Background: an optimization exercise with open tools, aiming at small area, a short achievable clock period and few clock cycles. Do not read the settings as production practice. Power figures rest on the tool's default switching activity, not on a simulated workload.

Setup of main:
## c_subset_lexer
module c_subset_lexer (
    input  logic        clk,
    input  logic        rst_n,
    input  logic        char_valid,
    output logic        char_stall,
    input  logic [7:0]  char_code,
    output logic        token_valid,
    input  logic        token_stall,
    output logic [4:0]  token_kind,
    output logic [23:0] token_start,
    output logic [15:0] token_length,
    output logic [23:0] line_number,
    output logic [30:0] token_value,
    output logic        last_of_run
);
For scale: about 1200 cells after synthesis, ~180 flip-flops, about 120 I/O pins, roughly 11000 µm² of cells after synthesis.
clock: 6.5 ns
lec_check: 0
cap_margin: 20
core_margin: 4
core_utilization: 40
setup_slack_margin: 4.0
slew_margin: 20
tns_end_percent: 5
standard.sh (not shown) runs the stock make flow with config.mk's settings and CLKGATE_MAP_FILE= SYNTH_SCRIPT=/design/flow/synth_recipe.tcl, a recipe that flattens the netlist after the stock synthesis.
==> flow/flow/run.sh <==
#!/bin/bash
# Layout flow: the standard synthesis unchanged, then the standard ORFS layout with
# plain buffers (not delay cells) on the ports and for timing repair, and a clock
# tree without dummy loads.
set -euo pipefail
bash standard.sh synth > synth.log 2>&1
export BUFFER_PORTS_ARGS="-buffer_cell sky130_fd_sc_hd__buf_1"
export DONT_USE_CELLS="sky130_fd_sc_hd__clkdlybuf4s15_1 sky130_fd_sc_hd__clkdlybuf4s15_2 sky130_fd_sc_hd__clkdlybuf4s18_1 sky130_fd_sc_hd__clkdlybuf4s18_2 sky130_fd_sc_hd__clkdlybuf4s25_1 sky130_fd_sc_hd__clkdlybuf4s25_2 sky130_fd_sc_hd__clkdlybuf4s50_1 sky130_fd_sc_hd__clkdlybuf4s50_2 sky130_fd_sc_hd__dlygate4sd1_1 sky130_fd_sc_hd__dlygate4sd2_1 sky130_fd_sc_hd__dlygate4sd3_1 sky130_fd_sc_hd__dlymetal6s2s_1 sky130_fd_sc_hd__dlymetal6s4s_1 sky130_fd_sc_hd__dlymetal6s6s_1"
export CTS_ARGS="-sink_clustering_enable -repair_clock_nets -dont_use_dummy_load -sink_clustering_size 24 -sink_clustering_max_diameter 80 -buf_list {sky130_fd_sc_hd__clkbuf_4 sky130_fd_sc_hd__clkbuf_8}"
bash standard.sh > layout.log 2>&1
Both conditions hold for main: the flow ran to the end and the final layout passed the timing, DRC and antenna checks.
Input changes introduced in the feature branch (baseline for comparison: main):
==> flow/flow/run.sh <==
#!/bin/bash
# Layout flow: the standard synthesis unchanged, then the standard ORFS layout with
# plain buffers (not delay cells) on the ports and for timing repair.
set -euo pipefail
bash standard.sh synth > synth.log 2>&1
export BUFFER_PORTS_ARGS="-buffer_cell sky130_fd_sc_hd__buf_2"
export DONT_USE_CELLS="sky130_fd_sc_hd__clkdlybuf4s15_1 sky130_fd_sc_hd__clkdlybuf4s15_2 sky130_fd_sc_hd__clkdlybuf4s18_1 sky130_fd_sc_hd__clkdlybuf4s18_2 sky130_fd_sc_hd__clkdlybuf4s25_1 sky130_fd_sc_hd__clkdlybuf4s25_2 sky130_fd_sc_hd__clkdlybuf4s50_1 sky130_fd_sc_hd__clkdlybuf4s50_2 sky130_fd_sc_hd__dlygate4sd1_1 sky130_fd_sc_hd__dlygate4sd2_1 sky130_fd_sc_hd__dlygate4sd3_1 sky130_fd_sc_hd__dlymetal6s2s_1 sky130_fd_sc_hd__dlymetal6s4s_1 sky130_fd_sc_hd__dlymetal6s6s_1"
bash standard.sh > layout.log 2>&1
Notes after the runs:
The run showing the smaller global-route usage is the feature branch.
Relative to main, share of power burned in combinational logic decreased by 3.8 points in the feature branch.
Re sequential share of layout area: the feature branch and main aren't equal, and the higher value belongs to main.
Summary: with main as the reference, design area in the feature branch moved up by a few percent.
Looking at share of total power in the clock network, the feature branch sits above main.
No run of this note included a check of the RTL's function; only the layout flow was run.

* * *

Setup of T:
Another version of the RTL of c_subset_lexer (not shown whole).
For scale: roughly 1200 cells after synthesis, roughly 180 flip-flops, about 11000 um2 of cells after synthesis.
## c_subset_lexer
module c_subset_lexer (
    input  logic        clk,
    input  logic        rst_n,
    input  logic        char_valid,
    output logic        char_stall,
    input  logic [7:0]  char_code,
    output logic        token_valid,
    input  logic        token_stall,
    output logic [4:0]  token_kind,
    output logic [23:0] token_start,
    output logic [15:0] token_length,
    output logic [23:0] line_number,
    output logic [30:0] token_value,
    output logic        last_of_run
);
clock: 6.5 ns
lec_check: 0
cap_margin: 20
core_margin: 4
core_utilization: 40
setup_slack_margin: 4.4
slew_margin: 20
tns_end_percent: 5
==> flow/flow/run.sh <==
#!/bin/bash
# Layout flow: the standard synthesis unchanged, then the standard ORFS layout with
# plain buffers (not delay cells) on the ports and for timing repair, and a clock
# tree without dummy loads.
set -euo pipefail
bash standard.sh synth > synth.log 2>&1
export BUFFER_PORTS_ARGS="-buffer_cell sky130_fd_sc_hd__buf_1"
export DONT_USE_CELLS="sky130_fd_sc_hd__clkdlybuf4s15_1 sky130_fd_sc_hd__clkdlybuf4s15_2 sky130_fd_sc_hd__clkdlybuf4s18_1 sky130_fd_sc_hd__clkdlybuf4s18_2 sky130_fd_sc_hd__clkdlybuf4s25_1 sky130_fd_sc_hd__clkdlybuf4s25_2 sky130_fd_sc_hd__clkdlybuf4s50_1 sky130_fd_sc_hd__clkdlybuf4s50_2 sky130_fd_sc_hd__dlygate4sd1_1 sky130_fd_sc_hd__dlygate4sd2_1 sky130_fd_sc_hd__dlygate4sd3_1 sky130_fd_sc_hd__dlymetal6s2s_1 sky130_fd_sc_hd__dlymetal6s4s_1 sky130_fd_sc_hd__dlymetal6s6s_1"
export CTS_ARGS="-sink_clustering_enable -repair_clock_nets -dont_use_dummy_load -sink_clustering_size 24 -sink_clustering_max_diameter 80 -buf_list {sky130_fd_sc_hd__clkbuf_8}"
bash standard.sh > layout.log 2>&1
Inputs modified between T and R:
- SETUP_SLACK_MARGIN: 4.4 -> 4.0
--- outcome ---
- T -> R: register-to-register slack flat
- R against T: share of flip-flops with an asynchronous set or reset ~0 delta; final routed wirelength across all metal layers -1.1%; portion of total power attributed to the clock network +0.2 points.
- Compared with T, R shows a lower global-route wire length before repair.
- R ended up with acc[26] as its endpoint of the most critical setup path; T ended up with acc[25].
- Between R and T, the number of antenna violations at the first check in global routing is higher for R.
- Going from T to R, static power due to leakage has decreased, setup slack has increased.
- The power in R was lower than what T gave.
- Diff R and T: normalized max-slew margin lower in R
No run of this note included a check of the RTL's function; only the layout flow was run.

==> static timing again, ports no longer ideal <==
How much do the figures lean on ideal ports? The routed layouts below were timed once more, with nothing changed but the port constraints.
Step 1, drivers: a clkbuf_16 drives clk and a buf_2 each remaining input, both assumed.
Step 2 adds t to the input delays and takes it off the output delays; t is the mean of the earliest and latest rising clock arrival at the registers after step 1. Input paths then give back, and output paths get back, about the clock's delay inside the block.
a / b / c = no drivers / after step 1 / after step 2; a / b = the first two.
| run | t (ns) | slack for setup (ns) | pins driven straight from the clock port |
|---|---|---|---|
| main | 0.489 | 3.140 / 3.140 / 3.075 | 1 |
| the feature branch | 0.468 | 3.096 / 3.096 / 2.956 | 1 |
| T | 0.493 | 3.556 / 3.556 / 3.304 | 1 |
| R | 0.495 | 3.562 / 3.562 / 3.182 | 1 |
After both steps every run listed still meets setup and hold. The setup slack of R, which loses most, moves by 0.000 ns with the drivers and by -0.380 ns with both steps.
